This is an optimization exercise on Yosys and OpenROAD, whose aim is small area, a short achievable clock period and few clock cycles, not a production implementation.
No functional check of the RTL was part of any run shown here.
Power is estimated from default activity; no workload was simulated.

==> flow/design.v <==
package vpu_pkg;
    localparam int LANES    = 4;
    localparam int LANE_W   = 16;
    localparam int NUM_REGS = 8;
    localparam int VEC_W    = LANES * LANE_W;
    localparam int REG_AW   = $clog2(NUM_REGS);
    localparam int MEM_AW   = 12;
    localparam int PC_W     = 8;
    localparam int INSTR_W  = 32;
    localparam int IMM_W    = 12;
    localparam int OPC_MSB = 31;
    localparam int OPC_LSB = 28;
    localparam int VD_MSB  = 27;
    localparam int VD_LSB  = 25;
    localparam int VS1_MSB = 24;
    localparam int VS1_LSB = 22;
    localparam int VS2_MSB = 21;
    localparam int VS2_LSB = 19;
    localparam int IMM_MSB = 11;
    localparam int IMM_LSB = 0;
    typedef logic [LANE_W-1:0]  lane_t;
    typedef logic [VEC_W-1:0]   vec_t;
    typedef logic [REG_AW-1:0]  reg_addr_t;
    typedef logic [MEM_AW-1:0]  mem_addr_t;
    typedef logic [PC_W-1:0]    pc_t;
    typedef logic [INSTR_W-1:0] instr_t;
    typedef logic [IMM_W-1:0]   imm_t;
    typedef enum logic [3:0] {
        OP_NOP    = 4'd0,
        OP_VADD   = 4'd1,
        OP_VSUB   = 4'd2,
        OP_VAND   = 4'd3,
        OP_VOR    = 4'd4,
        OP_VXOR   = 4'd5,
        OP_VADDI  = 4'd6,
        OP_VLOAD  = 4'd7,
        OP_VSTORE = 4'd8,
        OP_JUMP   = 4'd9
    } opcode_e;
    typedef enum logic [1:0] {
        WB_NONE = 2'd0,
        WB_ALU  = 2'd1,
        WB_MEM  = 2'd2
    } wb_sel_e;
endpackage
`timescale 1ns/1ps
module fetch_unit (
    input  logic           clk,
    input  logic           rst_n,
    input  logic           advance,
    input  logic           jump,
    input  vpu_pkg::pc_t   jump_target,
    output vpu_pkg::pc_t   pc
);
    vpu_pkg::pc_t pc_next;
    assign pc_next = jump ? jump_target : pc + vpu_pkg::pc_t'(1);
    always_ff @(posedge clk) begin
        if (!rst_n) begin
            pc <= '0;
        end else if (advance) begin
            pc <= pc_next;
        end
    end
endmodule
`timescale 1ns/1ps
module instr_decoder (
    input  vpu_pkg::instr_t    instr,
    input  logic [7:0]         rf_valid,     
    output logic [7:0]         sel_a,
    output logic [7:0]         sel_b,
    output logic               sel_imm,
    output logic               use_a,
    output logic               use_b,
    output logic               writes,
    output logic               op_arith,
    output logic               op_sub,
    output logic               op_and,
    output logic               op_or,
    output logic               op_xor,
    output logic               op_load,
    output logic               op_store,
    output logic               jump
);
    logic [3:0] opc;
    logic [2:0] vs1;
    logic [2:0] vs2;
    logic       is_rr;
    logic       is_addi;
    assign opc = instr[vpu_pkg::OPC_MSB:vpu_pkg::OPC_LSB];
    assign vs1 = instr[vpu_pkg::VS1_MSB:vpu_pkg::VS1_LSB];
    assign vs2 = instr[vpu_pkg::VS2_MSB:vpu_pkg::VS2_LSB];
    assign is_rr    = (opc >= 4'd1) && (opc <= 4'd5);
    assign is_addi  = (opc == 4'd6);
    assign op_load  = (opc == 4'd7);
    assign op_store = (opc == 4'd8);
    assign jump     = (opc == 4'd9);
    assign writes   = is_rr || is_addi || op_load;
    assign op_arith = (opc == 4'd1) || (opc == 4'd2) || is_addi;
    assign op_sub   = (opc == 4'd2);
    assign op_and   = (opc == 4'd3);
    assign op_or    = (opc == 4'd4);
    assign op_xor   = (opc == 4'd5);
    assign sel_imm  = is_addi;
    assign use_a    = is_rr || is_addi;
    assign use_b    = is_rr || op_store;
    always_comb begin
        for (int i = 0; i < 8; i++) begin
            sel_a[i] = use_a && (vs1 == 3'(i)) && rf_valid[i];
            sel_b[i] = use_b && (vs2 == 3'(i)) && rf_valid[i];
        end
    end
endmodule
`timescale 1ns/1ps
module vector_regfile (
    input  logic               clk,
    input  logic [7:0]         wen,
    input  vpu_pkg::vec_t      wdata,
    input  logic [7:0]         sel_a,
    input  logic [7:0]         sel_b,
    input  logic               sel_imm,
    input  vpu_pkg::imm_t      imm,
    output vpu_pkg::vec_t      rdata_a,
    output vpu_pkg::vec_t      rdata_b
);
    vpu_pkg::vec_t regs [vpu_pkg::NUM_REGS];
    vpu_pkg::vec_t imm_vec;
    always_ff @(posedge clk) begin
        for (int i = 0; i < vpu_pkg::NUM_REGS; i++) begin
            if (wen[i]) begin
                regs[i] <= wdata;
            end
        end
    end
    assign imm_vec = {vpu_pkg::LANES{{(vpu_pkg::LANE_W-vpu_pkg::IMM_W){1'b0}}, imm}};
    always_comb begin
        rdata_a = '0;
        rdata_b = imm_vec & {vpu_pkg::VEC_W{sel_imm}};
        for (int i = 0; i < vpu_pkg::NUM_REGS; i++) begin
            rdata_a = rdata_a | (regs[i] & {vpu_pkg::VEC_W{sel_a[i]}});
            rdata_b = rdata_b | (regs[i] & {vpu_pkg::VEC_W{sel_b[i]}});
        end
    end
endmodule
`timescale 1ns/1ps
module vector_alu (
    input  logic             op_arith,
    input  logic             op_sub,
    input  logic             op_and,
    input  logic             op_or,
    input  logic             op_xor,
    input  logic             op_load,
    input  vpu_pkg::vec_t    vec_a,
    input  vpu_pkg::vec_t    vec_b,
    input  vpu_pkg::vec_t    mem_data,
    output vpu_pkg::vec_t    result
);
    localparam int W = vpu_pkg::LANE_W;
    for (genvar l = 0; l < vpu_pkg::LANES; l++) begin : g_lane
        logic [W-1:0] a;
        logic [W-1:0] b;
        logic [W-1:0] bx;
        logic [W-1:0] p;
        logic [W-1:0] g;
        logic [W-1:0] gl [5];
        logic [W-1:0] pl [5];
        logic [W-1:0] carry;
        logic [W-1:0] sum;
        assign a  = vec_a[l*W +: W];
        assign b  = vec_b[l*W +: W];
        assign bx = b ^ {W{op_sub}};
        assign p  = a ^ bx;
        assign g  = a & bx;
        always_comb begin
            gl[0]    = g;
            pl[0]    = p;
            gl[0][0] = g[0] | (p[0] & op_sub);
            for (int k = 1; k < 5; k++) begin
                for (int i = 0; i < W; i++) begin
                    if (i >= (1 << (k - 1))) begin
                        gl[k][i] = gl[k-1][i] | (pl[k-1][i] & gl[k-1][i - (1 << (k - 1))]);
                        pl[k][i] = pl[k-1][i] & pl[k-1][i - (1 << (k - 1))];
                    end else begin
                        gl[k][i] = gl[k-1][i];
                        pl[k][i] = pl[k-1][i];
                    end
                end
            end
        end
        assign carry = {gl[4][W-2:0], op_sub};
        assign sum   = p ^ carry;
        assign result[l*W +: W] =
              (sum     & {W{op_arith}})
            | ((a & b) & {W{op_and}})
            | ((a | b) & {W{op_or}})
            | ((a ^ b) & {W{op_xor}})
            | (mem_data[l*W +: W] & {W{op_load}});
    end
endmodule
`timescale 1ns/1ps
module operand_forward (
    input  logic               fwd,
    input  vpu_pkg::vec_t      rf_data,
    input  vpu_pkg::vec_t      prev_result,
    output vpu_pkg::vec_t      operand
);
    assign operand = fwd ? prev_result : rf_data;
endmodule
`timescale 1ns/1ps
module vpu_core (
    input  logic               clk,
    input  logic               rst_n,
    input  logic               en,
    output vpu_pkg::pc_t       pc,
    input  vpu_pkg::instr_t    instr,
    output vpu_pkg::mem_addr_t mem_addr,
    output logic               mem_read,
    output logic               mem_write,
    output vpu_pkg::vec_t      mem_wdata,
    input  vpu_pkg::vec_t      mem_rdata,
    output logic               data_out_vld,
    output vpu_pkg::vec_t      data_out,
    output vpu_pkg::reg_addr_t reg_wb
);
    logic [7:0]         id_sel_a;
    logic [7:0]         id_sel_b;
    logic               id_sel_imm;
    logic               id_use_a;
    logic               id_use_b;
    logic               id_writes;
    logic               id_arith;
    logic               id_sub;
    logic               id_and;
    logic               id_or;
    logic               id_xor;
    logic               id_load;
    logic               id_store;
    logic               id_jump;
    logic               stall;
    logic               advance;
    logic [7:0]         rf_valid;
    logic [7:0]         rd_sel_a;
    logic [7:0]         rd_sel_b;
    logic               rd_sel_imm;
    logic               rd_use_a;
    logic               rd_use_b;
    logic               rd_writes;
    logic               rd_arith;
    logic               rd_sub;
    logic               rd_and;
    logic               rd_or;
    logic               rd_xor;
    logic               rd_load;
    logic               rd_store;
    vpu_pkg::reg_addr_t rd_vd;
    vpu_pkg::reg_addr_t rd_vs1;
    vpu_pkg::reg_addr_t rd_vs2;
    vpu_pkg::imm_t      rd_imm;
    vpu_pkg::vec_t      rd_a;
    vpu_pkg::vec_t      rd_b;
    logic [7:0]         rd_wen;
    logic [7:0]         ex_wen;
    logic               ex_writes;
    logic               ex_store;
    vpu_pkg::reg_addr_t ex_vd;
    vpu_pkg::imm_t      ex_imm;
    logic               ex_fwd_a;
    logic               ex_fwd_b;
    logic               ex_arith;
    logic               ex_sub;
    logic               ex_and;
    logic               ex_or;
    logic               ex_xor;
    logic               ex_load;
    vpu_pkg::vec_t      ex_a;
    vpu_pkg::vec_t      ex_b;
    vpu_pkg::vec_t      op_a;
    vpu_pkg::vec_t      op_b;
    vpu_pkg::vec_t      ex_result;
    logic               wb_valid;
    vpu_pkg::reg_addr_t wb_vd;
    vpu_pkg::vec_t      wb_data;
    assign stall   = rd_load && ex_store;
    assign advance = en && !stall;
    fetch_unit u_fetch (
        .clk         (clk),
        .rst_n       (rst_n),
        .advance     (advance),
        .jump        (id_jump),
        .jump_target (instr[vpu_pkg::PC_W-1:0]),
        .pc          (pc)
    );
    instr_decoder u_decoder (
        .instr    (instr),
        .rf_valid (rf_valid | ex_wen),
        .sel_a    (id_sel_a),
        .sel_b    (id_sel_b),
        .sel_imm  (id_sel_imm),
        .use_a    (id_use_a),
        .use_b    (id_use_b),
        .writes   (id_writes),
        .op_arith (id_arith),
        .op_sub   (id_sub),
        .op_and   (id_and),
        .op_or    (id_or),
        .op_xor   (id_xor),
        .op_load  (id_load),
        .op_store (id_store),
        .jump     (id_jump)
    );
    always_ff @(posedge clk) begin
        if (!rst_n) begin
            rd_writes <= 1'b0;
            rd_load   <= 1'b0;
            rd_store  <= 1'b0;
        end else if (advance) begin
            rd_writes <= id_writes;
            rd_load   <= id_load;
            rd_store  <= id_store;
        end
    end
    always_ff @(posedge clk) begin
        if (advance) begin
            rd_sel_a   <= id_sel_a;
            rd_sel_b   <= id_sel_b;
            rd_sel_imm <= id_sel_imm;
            rd_use_a   <= id_use_a;
            rd_use_b   <= id_use_b;
            rd_arith   <= id_arith;
            rd_sub     <= id_sub;
            rd_and     <= id_and;
            rd_or      <= id_or;
            rd_xor     <= id_xor;
            rd_vd      <= instr[vpu_pkg::VD_MSB:vpu_pkg::VD_LSB];
            rd_vs1     <= instr[vpu_pkg::VS1_MSB:vpu_pkg::VS1_LSB];
            rd_vs2     <= instr[vpu_pkg::VS2_MSB:vpu_pkg::VS2_LSB];
            rd_imm     <= instr[vpu_pkg::IMM_MSB:vpu_pkg::IMM_LSB];
        end
    end
    vector_regfile u_regfile (
        .clk     (clk),
        .wen     (ex_wen & {8{en}}),
        .wdata   (ex_result),
        .sel_a   (rd_sel_a),
        .sel_b   (rd_sel_b),
        .sel_imm (rd_sel_imm),
        .imm     (rd_imm),
        .rdata_a (rd_a),
        .rdata_b (rd_b)
    );
    always_comb begin
        for (int i = 0; i < 8; i++) begin
            rd_wen[i] = rd_writes && (rd_vd == 3'(i));
        end
    end
    always_ff @(posedge clk) begin
        if (!rst_n) begin
            ex_wen    <= '0;
            ex_writes <= 1'b0;
            ex_store  <= 1'b0;
            rf_valid  <= '0;
        end else if (en) begin
            ex_wen    <= stall ? 8'd0 : rd_wen;
            ex_writes <= rd_writes && !stall;
            ex_store  <= rd_store && !stall;
            rf_valid  <= rf_valid | ex_wen;
        end
    end
    always_ff @(posedge clk) begin
        if (en) begin
            ex_vd    <= rd_vd;
            ex_imm   <= rd_imm;
            ex_fwd_a <= rd_use_a && ex_writes && (rd_vs1 == ex_vd);
            ex_fwd_b <= rd_use_b && ex_writes && (rd_vs2 == ex_vd);
            ex_arith <= rd_arith;
            ex_sub   <= rd_sub;
            ex_and   <= rd_and;
            ex_or    <= rd_or;
            ex_xor   <= rd_xor;
            ex_load  <= rd_load;
            ex_a     <= rd_a;
            ex_b     <= rd_b;
        end
    end
    assign mem_addr  = ex_store ? ex_imm : rd_imm;
    assign mem_read  = en;
    assign mem_write = en && ex_store;
    assign mem_wdata = op_b;
    operand_forward u_fwd_a (
        .fwd         (ex_fwd_a),
        .rf_data     (ex_a),
        .prev_result (wb_data),
        .operand     (op_a)
    );
    operand_forward u_fwd_b (
        .fwd         (ex_fwd_b),
        .rf_data     (ex_b),
        .prev_result (wb_data),
        .operand     (op_b)
    );
    vector_alu u_alu (
        .op_arith (ex_arith),
        .op_sub   (ex_sub),
        .op_and   (ex_and),
        .op_or    (ex_or),
        .op_xor   (ex_xor),
        .op_load  (ex_load),
        .vec_a    (op_a),
        .vec_b    (op_b),
        .mem_data (mem_rdata),
        .result   (ex_result)
    );
    always_ff @(posedge clk) begin
        if (!rst_n) begin
            wb_valid <= 1'b0;
        end else if (en) begin
            wb_valid <= ex_writes;
        end
    end
    always_ff @(posedge clk) begin
        if (en) begin
            wb_vd   <= ex_vd;
            wb_data <= ex_result;
        end
    end
    assign data_out_vld = en && wb_valid;
    assign data_out     = wb_data;
    assign reg_wb       = wb_vd;
endmodule
==> flow/run.sh <==
#!/bin/bash
# synth_recipe.tcl (not shown) runs the flow's synth.tcl, then flattens the netlist and writes it again
# the make line also repeats each setting of config.mk as NAME=value (left out here)
make -C /OpenROAD-flow-scripts/flow DESIGN_CONFIG=/design/flow/config.mk WORK_HOME=/design/flow/orfs CLKGATE_MAP_FILE= SYNTH_SCRIPT=/design/flow/synth_recipe.tcl finish
==> flow/config.mk <==
export PLATFORM = sky130hd
export DESIGN_NAME = vpu_core
export DESIGN_NICKNAME = vpu_core
export VERILOG_FILES = /design/flow/design.v
export SDC_FILE = /design/flow/constraint.sdc
export NUM_CORES = 4
export LEC_CHECK = 0
export ABC_CLOCK_PERIOD_IN_PS = 2500
export CAP_MARGIN = 20
export CORE_MARGIN = 2
export CORE_UTILIZATION = 40
export SETUP_SLACK_MARGIN = 2.5
export SLEW_MARGIN = 20
==> flow/constraint.sdc <==
create_clock -name core_clock -period 5.5 [get_ports {clk}]
set_input_delay 1.1000 -clock core_clock [delete_from_list [all_inputs] [get_ports {clk}]]
set_output_delay 1.1000 -clock core_clock [all_outputs]
set_load 0.01 [all_outputs]
==> results.txt, run 1 <==
# TYPE chip_impl_metric gauge
chip_impl_metric{name="initial_antenna_violation_count",unit=""} 3
chip_impl_metric{name="die_h",unit="microns"} 324
chip_impl_metric{name="cts-hold-fix-buffers",unit=""} 0
chip_impl_metric{name="setup_viol",unit=""} 0
chip_impl_metric{name="routabilityCongestion",unit=""} 0.889
chip_impl_metric{name="route.vias.total",unit=""} 33000
chip_impl_info{name="grt_setup_unrepaired",value="true"} 1
chip_impl_metric{name="hold_viol",unit=""} 0
chip_impl_metric{name="async_flop_share",unit=""} 0
chip_impl_info{name="synth_top_area_cell",value="sky130_fd_sc_hd__edfxtp_1"} 1
chip_impl_info{name="synth.area.top_cells",value="sky130_fd_sc_hd__edfxtp_1 (57%), sky130_fd_sc_hd__a22oi_1 (7.6%), sky130_fd_sc_hd__ha_1 (5.6%), sky130_fd_sc_hd__mux2i_1 (3.5%), sky130_fd_sc_hd__xnor2_1 (3.3%)"} 1
chip_impl_info{name="synth_top_flop_cell",value="sky130_fd_sc_hd__edfxtp_1"} 1
chip_impl_metric{name="synth_sequential_area_ratio",unit=""} 0.582
chip_impl_metric{name="gr-usage-all-layers",unit=""} 0.291
chip_impl_metric{name="setup_total_negative_slack",unit="ns"} 0
chip_impl_metric{name="port_buffers",unit=""} 245
chip_impl_info{name="worstPathCellList",value="buf_12, buf_6, buf_16, nor2b_1, buf_4, mux2i_1, nand4_1, nor2_2, nand2_1, o41ai_4, xnor2_2, a211o_2"} 1
chip_impl_metric{name="vdd.ir_drop.worst",unit="V"} 0.000261
chip_impl_metric{name="clock_tree.buffer_depth",unit=""} 3
chip_impl_info{name="startpoint_type",value="register"} 1
chip_impl_metric{name="syn2layout_area_growth",unit="%"} 33.8
chip_impl_metric{name="first_pass_iters",unit=""} 8
chip_impl_info{name="crit_path_end_kind",value="register"} 1
chip_impl_metric{name="finalWorstPathRequiredPeriod",unit="ns"} 3.63
chip_impl_metric{name="grt_max_degree",unit=""} 144
chip_impl_metric{name="max_capacitance_violation_total",unit=""} 0
chip_impl_info{name="rr_startpoint",value="ex_fwd_b$_DFFE_PP_"} 1
chip_impl_info{name="worstHoldEndpoint",value="ex_arith$_DFFE_PP_"} 1
chip_impl_metric{name="ys_seq_elements",unit=""} 805
chip_impl_metric{name="synth_cell_types",unit=""} 85
chip_impl_metric{name="timing_max_transition_violations_final",unit=""} 0
chip_impl_metric{name="first_global_vias",unit=""} 31600
chip_impl_metric{name="detailedPlacementHpwl",unit="microns"} 89000
chip_impl_metric{name="grt_pass1_wl",unit="microns"} 220000
chip_impl_metric{name="fin_worst_skew",unit="ns"} 0.0295
chip_impl_metric{name="boundary_pin_count",unit=""} 253
chip_impl_metric{name="final_nets",unit=""} 4062
chip_impl_metric{name="p_leak",unit="uW"} 0.0194
chip_impl_metric{name="routedWlPerCell",unit="microns"} 30.3
chip_impl_metric{name="finalCritPeriodShare",unit=""} 0.660
chip_impl_info{name="layout.cells.most_common_list",value="sky130_fd_sc_hd__edfxtp_1 (775), sky130_fd_sc_hd__a22oi_1 (413), sky130_fd_sc_hd__buf_4 (282), sky130_fd_sc_hd__clkdlybuf4s50_1 (161), sky130_fd_sc_hd__ha_1 (160)"} 1
chip_impl_metric{name="fillers",unit=""} 8304
chip_impl_info{name="critical_path_class",value="reg2reg"} 1
chip_impl_metric{name="worst-path-max-fanout",unit=""} 8
chip_impl_metric{name="cts_buffers",unit=""} 89
chip_impl_metric{name="clock_pin_slew_worst_setup_and_hold_paths",unit="ns"} 0.06
chip_impl_metric{name="power_density",unit="mW/mm^2"} 301
chip_impl_metric{name="post_synthesis_instance_area",unit="sq mm"} 0.0410
chip_impl_info{name="timing.hold.worst.class",value="reg2reg"} 1
chip_impl_metric{name="cp_slowest_stage_delay",unit="ns"} 0.54
chip_impl_metric{name="routed_via_density",unit=""} 6.33
chip_impl_metric{name="core-area",unit="sq mm"} 0.102
chip_impl_metric{name="detail_route.drc_violations",unit=""} 0
chip_impl_info{name="cts_tree",value="yes"} 1
chip_impl_metric{name="dr.first_iter.drc_count",unit=""} 4814
chip_impl_metric{name="final_core_util",unit=""} 0.539
chip_impl_info{name="reg2reg_to",value="u_regfile.regs[1][31]$_DFFE_PP_"} 1
chip_impl_metric{name="routed_wirelength",unit="microns"} 158000
chip_impl_metric{name="synth_enable_flop_cells",unit=""} 775
chip_impl_metric{name="yosys_warnings",unit=""} 14
chip_impl_metric{name="grt_remaining_overflow",unit=""} 0
chip_impl_metric{name="timing.critical_path.arrival",unit="ns"} 4.02
chip_impl_metric{name="die_x",unit="microns"} 324
chip_impl_metric{name="synth_top_area_share",unit=""} 0.567
chip_impl_info{name="outcome",value="finished clean"} 1
chip_impl_metric{name="maximum_frequency_from_static_timing_analysis",unit="GHz"} 0.275
chip_impl_metric{name="maxSlewHeadroom",unit=""} 0.164
chip_impl_metric{name="detail-route-antenna-nets",unit=""} 0
chip_impl_metric{name="post_synthesis_net_count",unit=""} 3470
chip_impl_metric{name="max_slew.worst_pin.slew",unit="ns"} 1.25
chip_impl_info{name="cts-root-buf",value="sky130_fd_sc_hd__clkbuf_16"} 1
chip_impl_metric{name="crit_required",unit="ns"} 5.89
chip_impl_metric{name="worst_r2r_path_depth",unit=""} 12
chip_impl_metric{name="design.die.area",unit="sq mm"} 0.105
chip_impl_metric{name="drive_gt1_frac",unit=""} 0.293
chip_impl_metric{name="hold_path_depth",unit=""} 0
chip_impl_metric{name="floorplan.initialDensity",unit=""} 0.403
chip_impl_info{name="timing.hold.worst.start",value="rd_arith$_DFFE_PP_"} 1
chip_impl_metric{name="num_rows",unit=""} 117
chip_impl_metric{name="syn-instance-count",unit=""} 3182
chip_impl_metric{name="numClockSinks",unit=""} 805
chip_impl_info{name="final_common_cell",value="sky130_fd_sc_hd__edfxtp_1"} 1
chip_impl_info{name="timing.critical_path.slowest_stage_cell",value="sky130_fd_sc_hd__o41ai_4"} 1
chip_impl_metric{name="h_tree_levels",unit=""} 3
chip_impl_metric{name="avgSynthCellArea",unit="sq um"} 12.9
chip_impl_metric{name="clock_insertion_delay_worst_skew",unit="ns"} 0.68
chip_impl_metric{name="rrSetupSlack",unit="ns"} 1.87
-- layer usage --
| layer | vias up | routed length (microns) | track usage |
|---|---|---|---|
| li1 | 13900 | - | - |
| met3 | 433 | 19900 | 0.0639 |
| met4 | 0 | 6740 | 0.115 |
| met5 | - | 0 | 0 |
| met2 | 2366 | 69100 | 0.443 |
| met1 | 16300 | 62500 | 0.404 |
-- state kept, by name, indices dropped and copies added, names as in the netlist, 12 cells and up --
signal          cells
ex_imm             12
ex_a               64
rd_imm             12
u_regfile.regs    512
wb_data            64
ex_b               64
-- per-stage QoR --
step	setup WS, ns	cell area, sq um	std cells	power [uW]	hold slack, ns
global placement	1.08	45700	4679	9510	0.401
CTS	1.92	52800	5090	16000	0.425
global route	1.80	54900	5219	17000	0.426
finish	1.87	54900	5219	16500	0.423
detailed placement	1.06	45700	4679	9530	0.409
floorplan	2.02	41800	3182	8610	0.400
-- layout make-up --
class                           instances  area (sq um)  area share
Inverter                              146           636      0.0116
Sequential cell                       805         23900       0.435
Antenna cell                            2          5.00   0.0000912
Timing Repair Buffer                  685          7030       0.128
Clock buffer                          104          2360      0.0429
Clock inverter                         62           529     0.00964
Tap cell                             1368          1710      0.0312
Multi-Input combinational cell       2047         18700       0.341
-- worst max-delay path by stage --
stage               slack (ns)                               to               start
CTS                       1.92  u_regfile.regs[7][47]$_DFFE_PP_  ex_fwd_b$_DFFE_PP_
floorplan                 2.02  u_regfile.regs[0][10]$_DFFE_PP_  ex_fwd_b$_DFFE_PP_
finish                    1.87  u_regfile.regs[1][31]$_DFFE_PP_  ex_fwd_b$_DFFE_PP_
global placement          1.08  u_regfile.regs[5][31]$_DFFE_PP_  ex_fwd_b$_DFFE_PP_
global route              1.80  u_regfile.regs[1][15]$_DFFE_PP_  ex_fwd_b$_DFFE_PP_
detailed placement        1.06  u_regfile.regs[1][31]$_DFFE_PP_  ex_fwd_b$_DFFE_PP_
-- power breakdown --
part           switching (uW)  total, uW  internal, uW
clock                    2550       5920          3370
sequential                185       7190          7010
combinational            1830       3380          1550
-- worst max-delay path, delay by kind of cell, from the launching register on --
kind | cells | cell delay, ns
buffers and inverters | 4 | 0.67
AO/OA/AOI/OAI | 2 | 0.91
AND/OR/NAND/NOR | 4 | 1.02
multiplexers | 1 | 0.14
XOR/XNOR | 1 | 0.13
flip-flops | 1 | 0.44
-- Yosys cell counts (all sizes together) (4+ instances only) --
| cell type | instances |
|---|---|
| or3 | 10 |
| nor4 | 6 |
| inv | 145 |
| nor3b | 14 |
| a21boi | 8 |
| a21o | 23 |
| a21oi | 57 |
| and4 | 5 |
| a221o | 5 |
| and2 | 19 |
| xor2 | 34 |
| nor3 | 34 |
| buf | 78 |
| o31ai | 7 |
| a22o | 64 |
| nor2b | 22 |
| mux2i | 150 |
| o22ai | 11 |
| a211oi | 7 |
| o21ai | 126 |
| clkbuf | 128 |
| a31oi | 9 |
| a22oi | 414 |
| nand3 | 35 |
| o21bai | 8 |
| fa | 4 |
| a211o | 16 |
| dfxtp | 30 |
| nor2 | 63 |
| nand2 | 143 |
| nand4 | 126 |
| a221oi | 81 |
| and3 | 8 |
| edfxtp | 775 |
| xnor2 | 155 |
| or2 | 4 |
| nand2b | 15 |
| ha | 185 |
| mux2 | 58 |
| o211ai | 19 |
| o221ai | 5 |
| o21a | 14 |
| a222oi | 12 |
-- what timing repair did --
item / in CTS / in global routing
buffers inserted: 215 / 121
gates cloned: 30 / 6
endpoints found under the hold margin: 0 / 0
pin swaps: 67 / 68
endpoints found under the setup margin: 655 / 559
resized for setup: 633 / 333
-- logic make-up (layout without fill, tap and decap cells) --
group | Yosys count | count (layout) | synth area share
and+or+nand+nor | 518 | 524 | 0.0660
AOI/OAI and AO/OA | 921 | 937 | 0.167
muxes | 208 | 208 | 0.0530
xor gates and xnor gates | 189 | 189 | 0.0404
adders and majority gates | 189 | 189 | 0.0584
DFF | 805 | 805 | 0.582
buffers and inverters | 352 | 997 | 0.0337
other | 0 | 2 | 0
==> inputs of run 2 (changes only) <==
--- a/flow/config.mk
+++ b/flow/config.mk
@@ -7,3 +7,3 @@
 export LEC_CHECK = 0
-export ABC_CLOCK_PERIOD_IN_PS = 2500
+export ABC_CLOCK_PERIOD_IN_PS = 2000
 export CAP_MARGIN = 20
@@ -11,3 +11,3 @@
 export CORE_UTILIZATION = 40
-export SETUP_SLACK_MARGIN = 2.5
+export SETUP_SLACK_MARGIN = 3.0
 export SLEW_MARGIN = 20
==> run 2 against run 1 <==
Net effect:
- fmax hardly changed
- clock skew is 0.011 ns higher
- largest power group unchanged
- global-route usage is 0.53 points lower
- first-iteration DRC count is 8.5% lower
- setup slack hardly changed
- hold slack worse by 0.0040 ns
- sequential share of layout area is 0.37 points lower
- power is 0.71% higher
==> results.txt, run 2 <==
# TYPE chip_impl_metric gauge
chip_impl_info{name="outcome",value="finished clean"} 1
chip_impl_metric{name="routed_via_density",unit=""} 6.28
chip_impl_info{name="grt_setup_unrepaired",value="true"} 1
chip_impl_metric{name="clock_insertion_delay_worst_skew",unit="ns"} 0.68
chip_impl_info{name="critical_path_class",value="reg2reg"} 1
chip_impl_metric{name="post_synthesis_net_count",unit=""} 3470
chip_impl_metric{name="yosys_warnings",unit=""} 14
chip_impl_metric{name="routed_wirelength",unit="microns"} 161000
chip_impl_metric{name="finalCritPeriodShare",unit=""} 0.660
chip_impl_metric{name="grt_remaining_overflow",unit=""} 0
chip_impl_metric{name="flip_flop_count_of_the_largest_register_all_copies_and_words_added",unit=""} 512
chip_impl_info{name="timing.hold.worst.class",value="reg2reg"} 1
chip_impl_info{name="cp_top_family",value="simple AND/OR/NAND/NOR gates"} 1
chip_impl_metric{name="synth_cell_types",unit=""} 85
chip_impl_metric{name="num_rows",unit=""} 117
chip_impl_metric{name="power.share.sequential",unit=""} 0.430
chip_impl_info{name="timing.hold.worst.start",value="rd_and$_DFFE_PP_"} 1
chip_impl_metric{name="syn-instance-count",unit=""} 3182
chip_impl_metric{name="power_switching",unit="uW"} 4510
chip_impl_info{name="layout.cells.most_common_list",value="sky130_fd_sc_hd__edfxtp_1 (775), sky130_fd_sc_hd__a22oi_1 (413), sky130_fd_sc_hd__buf_4 (274), sky130_fd_sc_hd__buf_6 (243), sky130_fd_sc_hd__ha_1 (160)"} 1
chip_impl_metric{name="fillers",unit=""} 8301
chip_impl_metric{name="die_h",unit="microns"} 324
chip_impl_metric{name="max_capacitance_violation_total",unit=""} 0
chip_impl_metric{name="cp_slowest_stage_delay",unit="ns"} 0.61
chip_impl_info{name="regMostFlops",value="u_regfile.regs"} 1
chip_impl_metric{name="syn2layout_area_growth",unit="%"} 34.9
chip_impl_metric{name="power_density",unit="mW/mm^2"} 300
chip_impl_metric{name="finalWorstPathRequiredPeriod",unit="ns"} 3.63
chip_impl_info{name="timing.critical_path.slowest_stage_cell",value="sky130_fd_sc_hd__or4_4"} 1
chip_impl_metric{name="drive_gt1_frac",unit=""} 0.308
chip_impl_info{name="worstPathCellList",value="buf_12, mux2i_4, inv_1, a211o_1, nand2_2, fa_2, and4b_1, mux2i_4, a21oi_4, buf_12, nand2b_4, and4b_2, or4_4"} 1
chip_impl_metric{name="hold_viol",unit=""} 0
chip_impl_metric{name="fin_worst_skew",unit="ns"} 0.0405
chip_impl_metric{name="avgSynthCellArea",unit="sq um"} 12.9
chip_impl_metric{name="power_switching_share",unit=""} 0.272
chip_impl_metric{name="routedWlPerCell",unit="microns"} 30.6
chip_impl_metric{name="detail-route-antenna-nets",unit=""} 0
chip_impl_metric{name="h_tree_levels",unit=""} 3
chip_impl_metric{name="internal-power",unit="uW"} 12100
chip_impl_metric{name="worst-path-max-fanout",unit=""} 8
chip_impl_metric{name="vdd.ir_drop.worst",unit="V"} 0.000236
chip_impl_metric{name="numClockSinks",unit=""} 805
chip_impl_metric{name="gr-usage-all-layers",unit=""} 0.286
chip_impl_info{name="synthTopCellsByCount",value="sky130_fd_sc_hd__edfxtp_1 (775), sky130_fd_sc_hd__a22oi_1 (413), sky130_fd_sc_hd__ha_1 (185), sky130_fd_sc_hd__xnor2_1 (155)"} 1
chip_impl_metric{name="p_leak",unit="uW"} 0.0199
chip_impl_metric{name="first_pass_iters",unit=""} 7
chip_impl_metric{name="timing.critical_path.arrival",unit="ns"} 4.01
chip_impl_metric{name="core-area",unit="sq mm"} 0.102
chip_impl_metric{name="design.die.area",unit="sq mm"} 0.105
chip_impl_metric{name="boundary_pin_count",unit=""} 253
chip_impl_metric{name="detail_route.drc_violations",unit=""} 0
chip_impl_metric{name="synth_enable_flop_cells",unit=""} 775
chip_impl_info{name="cts-root-buf",value="sky130_fd_sc_hd__clkbuf_16"} 1
chip_impl_metric{name="clkPwrFrac",unit=""} 0.363
chip_impl_metric{name="initial_antenna_violation_count",unit=""} 6
chip_impl_info{name="startpoint_type",value="register"} 1
chip_impl_metric{name="synth_sequential_area_ratio",unit=""} 0.582
chip_impl_metric{name="final_nets",unit=""} 4107
chip_impl_info{name="synth_top_area_cell",value="sky130_fd_sc_hd__edfxtp_1"} 1
chip_impl_metric{name="first_global_vias",unit=""} 31000
chip_impl_metric{name="synth_top_area_share",unit=""} 0.567
chip_impl_metric{name="port_buffers",unit=""} 245
chip_impl_info{name="reg2reg_to",value="u_regfile.regs[5][10]$_DFFE_PP_"} 1
chip_impl_metric{name="final_core_util",unit=""} 0.544
chip_impl_metric{name="cts_buffers",unit=""} 90
chip_impl_info{name="rr_startpoint",value="ex_fwd_a$_DFFE_PP_"} 1
chip_impl_metric{name="post_synthesis_instance_area",unit="sq mm"} 0.0410
chip_impl_info{name="yosysMostFrequentCell",value="sky130_fd_sc_hd__edfxtp_1"} 1
chip_impl_metric{name="dr.first_iter.drc_count",unit=""} 4407
chip_impl_metric{name="setup_total_negative_slack",unit="ns"} 0
chip_impl_metric{name="async_flop_share",unit=""} 0
chip_impl_metric{name="max_slew.worst_pin.slew",unit="ns"} 1.04
chip_impl_info{name="crit_path_end_kind",value="register"} 1
chip_impl_metric{name="path_buf_inv",unit=""} 3
chip_impl_metric{name="final_critical_path_setup_slack",unit="ns"} 1.87
chip_impl_info{name="cts_tree",value="yes"} 1
chip_impl_metric{name="timing_max_transition_violations_final",unit=""} 0
chip_impl_metric{name="worst_r2r_path_depth",unit=""} 13
chip_impl_metric{name="clock_pin_slew_worst_setup_and_hold_paths",unit="ns"} 0.06
chip_impl_metric{name="die_x",unit="microns"} 324
chip_impl_info{name="final_common_cell",value="sky130_fd_sc_hd__edfxtp_1"} 1
chip_impl_metric{name="hold_path_depth",unit=""} 0
chip_impl_info{name="synth.area.top_cells",value="sky130_fd_sc_hd__edfxtp_1 (57%), sky130_fd_sc_hd__a22oi_1 (7.6%), sky130_fd_sc_hd__ha_1 (5.6%), sky130_fd_sc_hd__mux2i_1 (3.5%), sky130_fd_sc_hd__xnor2_1 (3.3%)"} 1
chip_impl_metric{name="floorplan.initialDensity",unit=""} 0.403
chip_impl_metric{name="setup_viol",unit=""} 0
chip_impl_metric{name="routabilityCongestion",unit=""} 0.894
chip_impl_metric{name="crit_required",unit="ns"} 5.87
chip_impl_info{name="worstHoldEndpoint",value="ex_and$_DFFE_PP_"} 1
chip_impl_metric{name="clock_tree.buffer_depth",unit=""} 3
chip_impl_metric{name="pre_cts_slack",unit="ns"} 1.19
chip_impl_metric{name="maxSlewHeadroom",unit=""} 0.306
chip_impl_metric{name="grt_max_degree",unit=""} 140
chip_impl_metric{name="share_comb_of_total_power",unit=""} 0.207
chip_impl_metric{name="grt_pass1_wl",unit="microns"} 216000
chip_impl_metric{name="rrSetupSlack",unit="ns"} 1.87
chip_impl_metric{name="maximum_frequency_from_static_timing_analysis",unit="GHz"} 0.275
chip_impl_info{name="synth_top_flop_cell",value="sky130_fd_sc_hd__edfxtp_1"} 1
chip_impl_metric{name="ys_seq_elements",unit=""} 805
chip_impl_metric{name="route.vias.total",unit=""} 33100
chip_impl_metric{name="detailedPlacementHpwl",unit="microns"} 90600
chip_impl_metric{name="final.hold.worst_slack",unit="ns"} 0.419
==> run 2: changes by cell type in the layout (fill, tap and decap cells not counted), moves of 9 or more <==
cell | previous run | this run
sky130_fd_sc_hd__buf_6 | 135 | 243
sky130_fd_sc_hd__clkdlybuf4s50_1 | 161 | 89
sky130_fd_sc_hd__dlymetal6s2s_1 | 4 | 23
sky130_fd_sc_hd__inv_1 | 78 | 94
sky130_fd_sc_hd__clkinv_2 | 23 | 12
sky130_fd_sc_hd__mux2_2 | 56 | 46
sky130_fd_sc_hd__mux2_4 | 2 | 12
sky130_fd_sc_hd__xnor2_1 | 112 | 122
sky130_fd_sc_hd__clkbuf_1 | 10 | 19
==> run 2: cells by family after synthesis <==
kind of cell    share of synthesized area
compound gates                      0.167
buf+inv                            0.0337
mux                                0.0530
fa+ha+maj                          0.0584
xor+xnor                           0.0404
flops                               0.582
simple gates                       0.0660
==> run 2: how the worst max path moves through the flow <==
stage                       startpoint                              end  slack, ns  cells past startpoint
floorplan           ex_fwd_b$_DFFE_PP_  u_regfile.regs[0][10]$_DFFE_PP_       2.02                     15
global placement    ex_fwd_b$_DFFE_PP_  u_regfile.regs[1][61]$_DFFE_PP_       1.20                     12
detailed placement  ex_fwd_b$_DFFE_PP_  u_regfile.regs[0][31]$_DFFE_PP_       1.19                     11
CTS                 ex_fwd_b$_DFFE_PP_                     mem_wdata[3]       1.87                      6
global route        ex_fwd_b$_DFFE_PP_  u_regfile.regs[6][31]$_DFFE_PP_       1.80                     14
finish              ex_fwd_a$_DFFE_PP_  u_regfile.regs[5][10]$_DFFE_PP_       1.87                     13
==> run 2: final cells by class <==
class / instances / area (sq um) / share of cell area
sequential: 805 / 23900 / 0.431
multi-input combinational: 2050 / 18700 / 0.338
timing repair buffer: 726 / 7490 / 0.135
clock buffer: 116 / 2460 / 0.0445
tap: 1368 / 1710 / 0.0309
inverter: 146 / 612 / 0.0111
clock inverter: 47 / 462 / 0.00834
antenna: 4 / 10.0 / 0.000181
==> run 2: power groups by stage <==
stage	registers (uW)	clock network (uW)	logic (uW)
2_1_floorplan	7250	0	1400
3_3_place_gp	7310	0	2230
3_5_place_dp	7320	0	2250
4_1_cts	7130	6070	2740
5_1_grt	7150	6330	3610
6_report	7140	6030	3440
==> run 2: per-stage QoR <==
| step | total power [uW] | instances | cell area, sq um |
|---|---|---|---|
| after floorplan | 8650 | 3182 | 42100 |
| after global placement | 9550 | 4677 | 45900 |
| after detailed placement | 9570 | 4677 | 45900 |
| after CTS | 15900 | 5050 | 51800 |
| after global routing | 17100 | 5259 | 55300 |
| final | 16600 | 5262 | 55400 |
==> run 2: per-layer routing <==
layer,part of all wire,up-vias,wire length [microns],GRT usage
met2,0.44,2288,70200,0.436
met1,0.40,16400,63800,0.391
met4,0.041,6,6650,0.111
met3,0.13,418,20500,0.0724
li1,-,13900,-,-
met5,0.00021,-,34,0
==> run 2: repair_timing <==
action	in CTS	in global routing
setup endpoints to repair	848	796
pin swaps	33	99
hold buffers	0	0
cloned	11	26
setup buffers	199	182
gates resized for setup	625	592
==> inputs of run 3 (changes only) <==
--- a/flow/design.v
+++ b/flow/design.v
@@ -202,6 +202,6 @@
     input  vpu_pkg::vec_t      rf_data,
-    input  vpu_pkg::vec_t      prev_result,
+    input  vpu_pkg::vec_t      ex_result,
     output vpu_pkg::vec_t      operand
 );
-    assign operand = fwd ? prev_result : rf_data;
+    assign operand = fwd ? ex_result : rf_data;
 endmodule
@@ -264,5 +264,7 @@
     vpu_pkg::reg_addr_t ex_vd;
-    vpu_pkg::imm_t      ex_imm;
-    logic               ex_fwd_a;
-    logic               ex_fwd_b;
+    vpu_pkg::mem_addr_t mem_addr_q;
+    logic               fwd_a;
+    logic               fwd_b;
+    vpu_pkg::vec_t      rd_op_a;
+    vpu_pkg::vec_t      rd_op_b;
     logic               ex_arith;
@@ -275,4 +277,2 @@
     vpu_pkg::vec_t      ex_b;
-    vpu_pkg::vec_t      op_a;
-    vpu_pkg::vec_t      op_b;
     vpu_pkg::vec_t      ex_result;
@@ -367,2 +367,16 @@
     end
+    assign fwd_a = rd_use_a && ex_writes && (rd_vs1 == ex_vd);
+    assign fwd_b = rd_use_b && ex_writes && (rd_vs2 == ex_vd);
+    operand_forward u_fwd_a (
+        .fwd       (fwd_a),
+        .rf_data   (rd_a),
+        .ex_result (ex_result),
+        .operand   (rd_op_a)
+    );
+    operand_forward u_fwd_b (
+        .fwd       (fwd_b),
+        .rf_data   (rd_b),
+        .ex_result (ex_result),
+        .operand   (rd_op_b)
+    );
     always_ff @(posedge clk) begin
@@ -370,5 +384,2 @@
             ex_vd    <= rd_vd;
-            ex_imm   <= rd_imm;
-            ex_fwd_a <= rd_use_a && ex_writes && (rd_vs1 == ex_vd);
-            ex_fwd_b <= rd_use_b && ex_writes && (rd_vs2 == ex_vd);
             ex_arith <= rd_arith;
@@ -379,22 +390,15 @@
             ex_load  <= rd_load;
-            ex_a     <= rd_a;
-            ex_b     <= rd_b;
+            ex_a     <= rd_op_a;
+            ex_b     <= rd_op_b;
+        end
+    end
+    always_ff @(posedge clk) begin
+        if (en) begin
+            mem_addr_q <= (rd_store || stall) ? rd_imm : instr[vpu_pkg::IMM_MSB:vpu_pkg::IMM_LSB];
         end
     end
-    assign mem_addr  = ex_store ? ex_imm : rd_imm;
+    assign mem_addr  = mem_addr_q;
     assign mem_read  = en;
     assign mem_write = en && ex_store;
-    assign mem_wdata = op_b;
-    operand_forward u_fwd_a (
-        .fwd         (ex_fwd_a),
-        .rf_data     (ex_a),
-        .prev_result (wb_data),
-        .operand     (op_a)
-    );
-    operand_forward u_fwd_b (
-        .fwd         (ex_fwd_b),
-        .rf_data     (ex_b),
-        .prev_result (wb_data),
-        .operand     (op_b)
-    );
+    assign mem_wdata = ex_b;
     vector_alu u_alu (
@@ -406,4 +410,4 @@
         .op_load  (ex_load),
-        .vec_a    (op_a),
-        .vec_b    (op_b),
+        .vec_a    (ex_a),
+        .vec_b    (ex_b),
         .mem_data (mem_rdata),
--- a/flow/config.mk
+++ b/flow/config.mk
@@ -7,3 +7,2 @@
 export LEC_CHECK = 0
-export ABC_CLOCK_PERIOD_IN_PS = 2000
 export CAP_MARGIN = 20
@@ -11,3 +10,2 @@
 export CORE_UTILIZATION = 40
-export SETUP_SLACK_MARGIN = 3.0
 export SLEW_MARGIN = 20
==> run 3 against run 2 <==
Net effect:
- sequential share of layout area grew 8.7 points
- global-route usage shrank 2.1 points
- fmax shrank 21%
- power shrank 14%
- die area shrank 4.5%
- cell count shrank 11%
- utilization shrank 7.0 points
- first-iteration DRC count shrank 6.3%
- largest cell class unchanged
- largest power group unchanged
==> results.txt, run 3 <==
# TYPE chip_impl_metric gauge
chip_impl_info{name="regMostFlops",value="u_regfile.regs"} 1
chip_impl_metric{name="ys_seq_elements",unit=""} 803
chip_impl_metric{name="postCtsResizedCells",unit=""} 0
chip_impl_metric{name="hold_viol",unit=""} 0
chip_impl_info{name="cts_tree",value="yes"} 1
chip_impl_metric{name="maxSlewHeadroom",unit=""} 0.239
chip_impl_metric{name="detailedPlacementHpwl",unit="microns"} 83500
chip_impl_metric{name="core-area",unit="sq mm"} 0.0969
chip_impl_info{name="critical_path_class",value="reg2reg"} 1
chip_impl_info{name="cts-root-buf",value="sky130_fd_sc_hd__clkbuf_16"} 1
chip_impl_metric{name="max_capacitance_violation_total",unit=""} 0
chip_impl_metric{name="cts_setup_buffers",unit=""} 0
chip_impl_metric{name="detail_route.drc_violations",unit=""} 0
chip_impl_metric{name="power_switching",unit="uW"} 3430
chip_impl_metric{name="cp_slowest_stage_delay",unit="ns"} 0.79
chip_impl_metric{name="grt_remaining_overflow",unit=""} 0
chip_impl_metric{name="syn-instance-count",unit=""} 3139
chip_impl_metric{name="grt_pass1_wl",unit="microns"} 194000
chip_impl_metric{name="stdcell_count",unit=""} 4687
chip_impl_metric{name="numClockSinks",unit=""} 803
chip_impl_metric{name="drive_gt1_frac",unit=""} 0.0678
chip_impl_metric{name="gr-usage-all-layers",unit=""} 0.265
chip_impl_metric{name="clock_pin_slew_worst_setup_and_hold_paths",unit="ns"} 0.06
chip_impl_metric{name="crit_required",unit="ns"} 5.81
chip_impl_metric{name="flip_flop_count_of_the_largest_register_all_copies_and_words_added",unit=""} 512
chip_impl_metric{name="clock_tree.buffer_depth",unit=""} 3
chip_impl_metric{name="cts_buffers",unit=""} 86
chip_impl_metric{name="cts-hold-fix-buffers",unit=""} 0
chip_impl_info{name="startpoint_type",value="register"} 1
chip_impl_metric{name="avgSynthCellArea",unit="sq um"} 12.5
chip_impl_metric{name="h_tree_levels",unit=""} 3
chip_impl_metric{name="clkPwrFrac",unit=""} 0.406
chip_impl_metric{name="maximum_frequency_from_static_timing_analysis",unit="GHz"} 0.219
chip_impl_metric{name="power.share.sequential",unit=""} 0.494
chip_impl_metric{name="internal-power",unit="uW"} 10800
chip_impl_metric{name="floorplan.initialDensity",unit=""} 0.404
chip_impl_info{name="synth_top_area_cell",value="sky130_fd_sc_hd__edfxtp_1"} 1
chip_impl_info{name="worstPathCellList",value="mux2_2, fa_1, a21o_1, nand4_1, a21oi_1, o41ai_1, o21ai_0, xnor2_1, o21ai_0"} 1
chip_impl_info{name="synth_top_flop_cell",value="sky130_fd_sc_hd__edfxtp_1"} 1
chip_impl_metric{name="post_synthesis_instance_area",unit="sq mm"} 0.0391
chip_impl_info{name="grt_setup_unrepaired",value="false"} 1
chip_impl_metric{name="worst_r2r_path_depth",unit=""} 9
chip_impl_metric{name="routed_wirelength",unit="microns"} 136000
chip_impl_metric{name="num_rows",unit=""} 114
chip_impl_info{name="synth.area.top_cells",value="sky130_fd_sc_hd__edfxtp_1 (59%), sky130_fd_sc_hd__a22oi_1 (7.8%), sky130_fd_sc_hd__ha_1 (6.2%), sky130_fd_sc_hd__a21oi_1 (2.4%), sky130_fd_sc_hd__nand4_1 (2.0%)"} 1
chip_impl_metric{name="die_x",unit="microns"} 317
chip_impl_info{name="timing.hold.worst.class",value="reg2reg"} 1
chip_impl_metric{name="async_flop_share",unit=""} 0
chip_impl_metric{name="setup_total_negative_slack",unit="ns"} 0
chip_impl_metric{name="routed_via_density",unit=""} 6.25
chip_impl_metric{name="first_pass_iters",unit=""} 6
chip_impl_metric{name="finalCritPeriodShare",unit=""} 0.831
chip_impl_metric{name="timing_max_transition_violations_final",unit=""} 0
chip_impl_metric{name="routabilityCongestion",unit=""} 0.880
chip_impl_info{name="critical-path-top-cell-by-count",value="sky130_fd_sc_hd__o21ai_0"} 1
chip_impl_metric{name="final_nets",unit=""} 3635
chip_impl_metric{name="first_global_vias",unit=""} 28300
chip_impl_metric{name="hold_path_depth",unit=""} 0
chip_impl_metric{name="yosys_warnings",unit=""} 14
chip_impl_metric{name="setup_viol",unit=""} 0
chip_impl_metric{name="detail-route-antenna-nets",unit=""} 0
chip_impl_metric{name="placed_cells",unit=""} 4527
chip_impl_info{name="outcome",value="finished clean"} 1
chip_impl_metric{name="timing.critical_path.arrival",unit="ns"} 4.88
chip_impl_metric{name="port_buffers",unit=""} 245
chip_impl_info{name="synthTopCellsByCount",value="sky130_fd_sc_hd__edfxtp_1 (773), sky130_fd_sc_hd__a22oi_1 (409), sky130_fd_sc_hd__inv_1 (204), sky130_fd_sc_hd__ha_1 (193), sky130_fd_sc_hd__a21oi_1 (184)"} 1
chip_impl_metric{name="synth_cell_types",unit=""} 71
chip_impl_metric{name="fin_worst_skew",unit="ns"} 0.0250
chip_impl_info{name="yosysMostFrequentCell",value="sky130_fd_sc_hd__edfxtp_1"} 1
chip_impl_metric{name="design.die.area",unit="sq mm"} 0.100
chip_impl_metric{name="boundary_pin_count",unit=""} 253
chip_impl_metric{name="dr.first_iter.drc_count",unit=""} 4130
chip_impl_metric{name="power_switching_share",unit=""} 0.241
chip_impl_metric{name="finalWorstPathRequiredPeriod",unit="ns"} 4.57
chip_impl_metric{name="syn2layout_area_growth",unit="%"} 17.4
chip_impl_info{name="layout.cells.most_common_list",value="sky130_fd_sc_hd__edfxtp_1 (773), sky130_fd_sc_hd__a22oi_1 (409), sky130_fd_sc_hd__clkdlybuf4s50_1 (244), sky130_fd_sc_hd__inv_1 (203), sky130_fd_sc_hd__ha_1 (193)"} 1
chip_impl_metric{name="synth_top_area_share",unit=""} 0.593
chip_impl_metric{name="power_density",unit="mW/mm^2"} 310
chip_impl_metric{name="route.vias.total",unit=""} 29300
chip_impl_info{name="crit_path_end_kind",value="register"} 1
chip_impl_metric{name="synth_enable_flop_cells",unit=""} 773
chip_impl_metric{name="routedWlPerCell",unit="microns"} 28.9
chip_impl_metric{name="clock_insertion_delay_worst_skew",unit="ns"} 0.65
chip_impl_info{name="final_common_cell",value="sky130_fd_sc_hd__edfxtp_1"} 1
chip_impl_metric{name="p_leak",unit="uW"} 0.0166
chip_impl_metric{name="initial_antenna_violation_count",unit=""} 4
chip_impl_metric{name="post_synthesis_net_count",unit=""} 3435
chip_impl_metric{name="synth_sequential_area_ratio",unit=""} 0.608
chip_impl_metric{name="vdd.ir_drop.worst",unit="V"} 0.000195
chip_impl_info{name="timing.critical_path.slowest_stage_cell",value="sky130_fd_sc_hd__o21ai_0"} 1
chip_impl_metric{name="max_slew.worst_pin.slew",unit="ns"} 1.14
chip_impl_metric{name="fillers",unit=""} 8513
chip_impl_metric{name="grt_max_degree",unit=""} 105
chip_impl_metric{name="share_comb_of_total_power",unit=""} 0.100
chip_impl_metric{name="die_h",unit="microns"} 317
chip_impl_metric{name="worst-path-max-fanout",unit=""} 12
-- run 3: changes by cell type after synthesis, sizes merged, moves of 44 or more --
cell   previous run  this run
mux2i           150         4
xnor2           155        34
xor2             34        81
o21ai           126        82
a21oi            57       184
nor2             63       173
inv             145       204
-- run 3: stage by stage --
stage                     hold WS [ns]  setup WS [ns]  area (sq um)   util  total power (uW)
after CTS                        0.419           1.08         45900  0.474             14300
after floorplan                  0.400          0.946         39100      -              7890
final                            0.417          0.932         46000  0.474             14200
after detailed placement         0.405           1.14         43100  0.445              8560
after global routing             0.434          0.824         45900  0.474             14700
after global placement           0.405           1.13         43100  0.445              8550
-- run 3: cell type report --
cell class | count | area (sq um) | area share
flip-flops and latches | 803 | 23800 | 0.518
inverters | 205 | 769 | 0.0167
repair buffers | 313 | 3130 | 0.0681
multi-input cells | 1930 | 13800 | 0.301
diodes | 6 | 15.0 | 0.000327
clock inverters | 50 | 513 | 0.0112
well taps | 1276 | 1600 | 0.0347
clock buffers | 104 | 2280 | 0.0497
-- run 3: final timing paths --
path,endpoint,from,slack [ns]
setup / recovery,u_regfile.regs[6][14]$_DFFE_PP_,ex_sub$_DFFE_PP_,0.93
hold / removal,ex_and$_DFFE_PP_,rd_and$_DFFE_PP_,0.42
setup reg to reg,u_regfile.regs[6][14]$_DFFE_PP_,ex_sub$_DFFE_PP_,0.93
hold reg to reg,ex_and$_DFFE_PP_,rd_and$_DFFE_PP_,0.42
-- run 3: worst max-delay path, delay by kind of cell, from the launching register on --
family / cells / cell delay, ns
multiplexers: 1 / 0.45
AND/OR/NAND/NOR: 1 / 0.14
flip-flops: 1 / 0.72
AO/OA/AOI/OAI: 5 / 2.23
XOR/XNOR: 1 / 0.24
adder cells (fa/ha/maj): 1 / 0.45
-- run 3: logic make-up (layout without fill, tap and decap cells) --
logic type,after synthesis,count (layout),synth area share
buf+inv,406,672,0.0392
fa+ha+maj,197,197,0.0637
compound gates,1013,1013,0.185
simple gates,583,583,0.0713
other cells,0,6,0
xor+xnor,115,115,0.0257
flops,803,803,0.608
mux,22,22,0.00630
-- run 3: power groups by stage --
| stage | combinational (uW) | clock (uW) | sequential [uW] |
|---|---|---|---|
| after global routing | 1540 | 6100 | 7040 |
| after CTS | 1410 | 5850 | 7030 |
| final | 1430 | 5790 | 7030 |
| after global placement | 1390 | 0 | 7160 |
| after floorplan | 763 | 0 | 7130 |
| after detailed placement | 1400 | 0 | 7160 |
-- run 3: per-layer routing --
metal	wire (microns)	part of all wire	track usage	up-vias
li1	-	-	-	12700
met1	56200	0.41	0.369	14400
met2	59900	0.44	0.405	1854
met3	14900	0.11	0.0597	304
met4	4480	0.033	0.0946	2
met5	131	0.00097	0.00947	-
==> inputs of run 4 (changes only) <==
--- a/flow/config.mk
+++ b/flow/config.mk
@@ -7,2 +7,3 @@
 export LEC_CHECK = 0
+export ABC_CLOCK_PERIOD_IN_PS = 3000
 export CAP_MARGIN = 20
@@ -10,2 +11,3 @@
 export CORE_UTILIZATION = 40
+export SETUP_SLACK_MARGIN = 2.6
 export SLEW_MARGIN = 20
==> run 4 against run 3 <==
Net effect:
- still clean
- utilization up 2.8 points
- first-iteration DRC count up 2.6%
- sequential cell count unchanged
- setup slack better by 1.3 ns
- power up 2.7%
- combinational power up 27%
- die area unchanged
- synthesized cell count unchanged
- cell count up 3.2%
- clock-buffer cell count up 9
- via count up 4.8%
- non-clock buffer count up 135
- critical endpoint is now u_regfile.regs[3][42]$_DFFE_PP_
- highest routed layer unchanged
==> results.txt, run 4 <==
# TYPE chip_impl_metric gauge
chip_impl_metric{name="maximum_frequency_from_static_timing_analysis",unit="GHz"} 0.305
chip_impl_metric{name="grt_pass1_wl",unit="microns"} 203000
chip_impl_metric{name="routabilityCongestion",unit=""} 0.887
chip_impl_metric{name="ys_seq_elements",unit=""} 803
chip_impl_info{name="synth_top_area_cell",value="sky130_fd_sc_hd__edfxtp_1"} 1
chip_impl_metric{name="syn2layout_area_growth",unit="%"} 24.3
chip_impl_metric{name="worst-path-max-fanout",unit=""} 7
chip_impl_metric{name="boundary_pin_count",unit=""} 253
chip_impl_metric{name="clock_pin_slew_worst_setup_and_hold_paths",unit="ns"} 0.06
chip_impl_info{name="timing.hold.worst.class",value="reg2reg"} 1
chip_impl_info{name="synthTopCellsByCount",value="sky130_fd_sc_hd__edfxtp_1 (773), sky130_fd_sc_hd__a22oi_1 (409), sky130_fd_sc_hd__inv_1 (204), sky130_fd_sc_hd__ha_1 (193), sky130_fd_sc_hd__a21oi_1 (184)"} 1
chip_impl_metric{name="route.vias.total",unit=""} 30700
chip_impl_metric{name="post_synthesis_net_count",unit=""} 3435
chip_impl_metric{name="detailedPlacementHpwl",unit="microns"} 85600
chip_impl_metric{name="first_global_vias",unit=""} 29300
chip_impl_metric{name="cts-hold-fix-buffers",unit=""} 0
chip_impl_metric{name="clock_insertion_delay_worst_skew",unit="ns"} 0.67
chip_impl_metric{name="initial_antenna_violation_count",unit=""} 5
chip_impl_info{name="cts-root-buf",value="sky130_fd_sc_hd__clkbuf_16"} 1
chip_impl_metric{name="final_core_util",unit=""} 0.503
chip_impl_metric{name="setup_total_negative_slack",unit="ns"} 0
chip_impl_info{name="synth_top_family_by_area",value="compound AO/OA/AOI/OAI gates"} 1
chip_impl_metric{name="avgSynthCellArea",unit="sq um"} 12.5
chip_impl_metric{name="cts_buffers",unit=""} 87
chip_impl_metric{name="hold_viol",unit=""} 0
chip_impl_metric{name="first_pass_iters",unit=""} 8
chip_impl_info{name="reg2reg_to",value="u_regfile.regs[3][42]$_DFFE_PP_"} 1
chip_impl_info{name="cts_tree",value="yes"} 1
chip_impl_metric{name="async_flop_share",unit=""} 0
chip_impl_metric{name="final_critical_path_setup_slack",unit="ns"} 2.22
chip_impl_metric{name="max_slew.worst_pin.slew",unit="ns"} 1.20
chip_impl_info{name="synth.area.top_cells",value="sky130_fd_sc_hd__edfxtp_1 (59%), sky130_fd_sc_hd__a22oi_1 (7.8%), sky130_fd_sc_hd__ha_1 (6.2%), sky130_fd_sc_hd__a21oi_1 (2.4%), sky130_fd_sc_hd__nand4_1 (2.0%)"} 1
chip_impl_info{name="critPathCapture",value="u_regfile.regs[3][42]$_DFFE_PP_"} 1
chip_impl_metric{name="finalWorstPathRequiredPeriod",unit="ns"} 3.28
chip_impl_metric{name="synth_cell_types",unit=""} 71
chip_impl_metric{name="p_leak",unit="uW"} 0.0175
chip_impl_metric{name="syn-instance-count",unit=""} 3139
chip_impl_metric{name="routedWlPerCell",unit="microns"} 29.8
chip_impl_metric{name="fin_worst_skew",unit="ns"} 0.0500
chip_impl_metric{name="h_tree_levels",unit=""} 3
chip_impl_metric{name="grt_max_degree",unit=""} 67
chip_impl_metric{name="crit_required",unit="ns"} 5.90
chip_impl_metric{name="timing_max_transition_violations_final",unit=""} 0
chip_impl_metric{name="setup_viol",unit=""} 0
chip_impl_metric{name="vdd.ir_drop.worst",unit="V"} 0.000206
chip_impl_info{name="crit_path_end_kind",value="register"} 1
chip_impl_info{name="rr_startpoint",value="ex_sub$_DFFE_PP_"} 1
chip_impl_metric{name="grt_remaining_overflow",unit=""} 0
chip_impl_metric{name="power_density",unit="mW/mm^2"} 301
chip_impl_metric{name="dr.first_iter.drc_count",unit=""} 4237
chip_impl_metric{name="core-area",unit="sq mm"} 0.0969
chip_impl_metric{name="numClockSinks",unit=""} 803
chip_impl_metric{name="synth_sequential_area_ratio",unit=""} 0.608
chip_impl_metric{name="max_capacitance_violation_total",unit=""} 0
chip_impl_metric{name="die_x",unit="microns"} 317
chip_impl_metric{name="fillers",unit=""} 8300
chip_impl_metric{name="detail_route.drc_violations",unit=""} 0
chip_impl_metric{name="design.die.area",unit="sq mm"} 0.100
chip_impl_metric{name="drive_gt1_frac",unit=""} 0.168
chip_impl_metric{name="stdcell_count",unit=""} 4838
chip_impl_info{name="grt_setup_unrepaired",value="true"} 1
chip_impl_metric{name="synth_enable_flop_cells",unit=""} 773
chip_impl_metric{name="adder_cell_share_of_the_synthesized_area",unit=""} 0.0637
chip_impl_metric{name="flip_flop_count_of_the_largest_register_all_copies_and_words_added",unit=""} 512
chip_impl_info{name="regMostFlops",value="u_regfile.regs"} 1
chip_impl_metric{name="final_nets",unit=""} 3788
chip_impl_info{name="layout.cells.most_common_list",value="sky130_fd_sc_hd__edfxtp_1 (773), sky130_fd_sc_hd__a22oi_1 (409), sky130_fd_sc_hd__clkdlybuf4s50_1 (219), sky130_fd_sc_hd__ha_1 (175), sky130_fd_sc_hd__nor2_1 (169)"} 1
chip_impl_metric{name="port_buffers",unit=""} 245
chip_impl_metric{name="post_synthesis_instance_area",unit="sq mm"} 0.0391
chip_impl_metric{name="routed_wirelength",unit="microns"} 144000
chip_impl_info{name="yosysMostFrequentCell",value="sky130_fd_sc_hd__edfxtp_1"} 1
chip_impl_metric{name="xor_xnor_share_of_the_synthesized_area",unit=""} 0.0257
chip_impl_metric{name="final.hold.worst_slack",unit="ns"} 0.432
chip_impl_metric{name="floorplan.initialDensity",unit=""} 0.404
chip_impl_metric{name="worst_r2r_path_depth",unit=""} 15
chip_impl_metric{name="yosys-mux-area-fraction",unit=""} 0.00630
chip_impl_metric{name="finalCritPeriodShare",unit=""} 0.596
chip_impl_metric{name="maxSlewHeadroom",unit=""} 0.198
chip_impl_info{name="synth_top_flop_cell",value="sky130_fd_sc_hd__edfxtp_1"} 1
chip_impl_metric{name="placed_cells",unit=""} 4531
chip_impl_metric{name="detail-route-antenna-nets",unit=""} 0
chip_impl_info{name="worstSetupStartpoint",value="ex_sub$_DFFE_PP_"} 1
chip_impl_info{name="critical_path_class",value="reg2reg"} 1
chip_impl_info{name="final_common_cell",value="sky130_fd_sc_hd__edfxtp_1"} 1
chip_impl_metric{name="routed_via_density",unit=""} 6.35
chip_impl_metric{name="clock_tree.buffer_depth",unit=""} 3
chip_impl_metric{name="gr-usage-all-layers",unit=""} 0.278
chip_impl_metric{name="yosys.area_share.simple",unit=""} 0.0713
chip_impl_metric{name="synth-compound-area-share",unit=""} 0.185
chip_impl_metric{name="synth_top_area_share",unit=""} 0.593
chip_impl_info{name="startpoint_type",value="register"} 1
chip_impl_metric{name="pre_cts_slack",unit="ns"} 1.32
chip_impl_metric{name="timing.critical_path.arrival",unit="ns"} 3.68
chip_impl_metric{name="num_rows",unit=""} 114
chip_impl_info{name="outcome",value="finished clean"} 1
chip_impl_metric{name="rrSetupSlack",unit="ns"} 2.22
chip_impl_metric{name="yosys_warnings",unit=""} 14
chip_impl_metric{name="die_h",unit="microns"} 317
## run 4: cell counts after synthesis
No cell type changed its count.
## run 4: per-stage QoR
step | area, sq um | power, uW
final | 48700 | 14600
after global placement | 43200 | 8580
after detailed placement | 43300 | 8590
after global routing | 48700 | 15100
after floorplan | 39400 | 7910
after CTS | 47600 | 14500
## run 4: worst min-delay path by stage
stage	end	cells after the start	startpoint	slack, ns
final	ex_arith$_DFFE_PP_	0	rd_arith$_DFFE_PP_	0.43
after global routing	ex_or$_DFFE_PP_	0	rd_or$_DFFE_PP_	0.43
after CTS	ex_or$_DFFE_PP_	0	rd_or$_DFFE_PP_	0.43
after detailed placement	ex_or$_DFFE_PP_	0	rd_or$_DFFE_PP_	0.41
after global placement	ex_xor$_DFFE_PP_	0	rd_xor$_DFFE_PP_	0.41
after floorplan	ex_and$_DFFE_PP_	0	rd_and$_DFFE_PP_	0.40
## run 4: power by group
group	internal, uW	switching, uW
clock	3320	2480
combinational	730	1080
sequential	6910	123
## run 4: cell families (layout without fill, tap and decap cells)
group	Yosys count	in the layout
adder cells (fa/ha/maj)	197	197
buffers and inverters	406	824
flip-flops	803	803
multiplexers	22	22
AO/OA/AOI/OAI	1013	1015
AND/OR/NAND/NOR	583	583
XOR/XNOR	115	115
other	0	3
## run 4: what timing repair did
item / CTS / global route
setup endpoints to repair: 688 / 548
pin swaps: 58 / 63
resized for setup: 208 / 154
hold endpoints to repair: 0 / 0
gates cloned: 16 / 6
setup buffers: 80 / 45
## run 4: worst max-delay path: stages (launching register included)
cell	delay, ns
sky130_fd_sc_hd__edfxtp_1	0.41
sky130_fd_sc_hd__buf_12	0.18
sky130_fd_sc_hd__buf_12	0.14
sky130_fd_sc_hd__buf_16	0.15
sky130_fd_sc_hd__mux2i_4	0.16
sky130_fd_sc_hd__inv_2	0.07
sky130_fd_sc_hd__fa_2	0.39
sky130_fd_sc_hd__a211oi_4	0.25
sky130_fd_sc_hd__o211ai_1	0.18
sky130_fd_sc_hd__buf_4	0.19
sky130_fd_sc_hd__a21oi_2	0.16
sky130_fd_sc_hd__o21bai_1	0.11
sky130_fd_sc_hd__xor2_1	0.18
sky130_fd_sc_hd__a21oi_4	0.17
sky130_fd_sc_hd__buf_12	0.15
sky130_fd_sc_hd__clkinvlp_4	0.11
## run 4: final cells by class
class	instances	area, sq um	share of cell area
clock buffer	113	2320	0.0476
tap	1276	1600	0.0328
multi-input combinational	1932	15100	0.311
antenna	3	7.51	0.000154
inverter	205	826	0.0170
clock inverter	43	473	0.00972
timing repair inverter	15	110	0.00226
timing repair buffer	448	4410	0.0906
sequential	803	23800	0.489
## run 4: routing by layer
metal,GRT usage,routed length (microns),share of wire,vias up
met5,0,55,0.00038,-
met4,0.118,6090,0.042,8
met3,0.0702,17300,0.12,375
met2,0.424,63400,0.44,2042
met1,0.379,57400,0.40,15300
li1,-,-,-,13000

-- re-timing with driven ports --
The results above use ideal ports. As a check the final layouts listed here were re-extracted and re-timed, cells and wires unchanged. Step 1: set_driving_cell puts a clkbuf_16 on clk and a buf_2 on each other input, an assumption about the parent block. Step 2, shift: input delay + t, output delay - t, t = (earliest + latest rising clock arrival at the registers) / 2. This alone moves slack from input paths to output paths. Slacks: ideal ports / drivers / drivers and shift; pairs: ideal ports / drivers.
| run | shift t [ns] | slack for setup (ns) | worst hold slack (ns) |
|---|---|---|---|
| run 1 | 0.733 | 1.869 / 1.869 / 1.869 | 0.423 / 0.423 / 0.423 |
| run 2 | 0.734 | 1.869 / 1.811 / 1.869 | 0.419 / 0.419 / 0.419 |
| run 3 | 0.702 | 0.932 / 0.932 / 0.932 | 0.417 / 0.417 / 0.417 |
| run 4 | 0.714 | 2.220 / 2.220 / 2.220 | 0.432 / 0.432 / 0.432 |
After both steps every run listed still meets setup and hold.
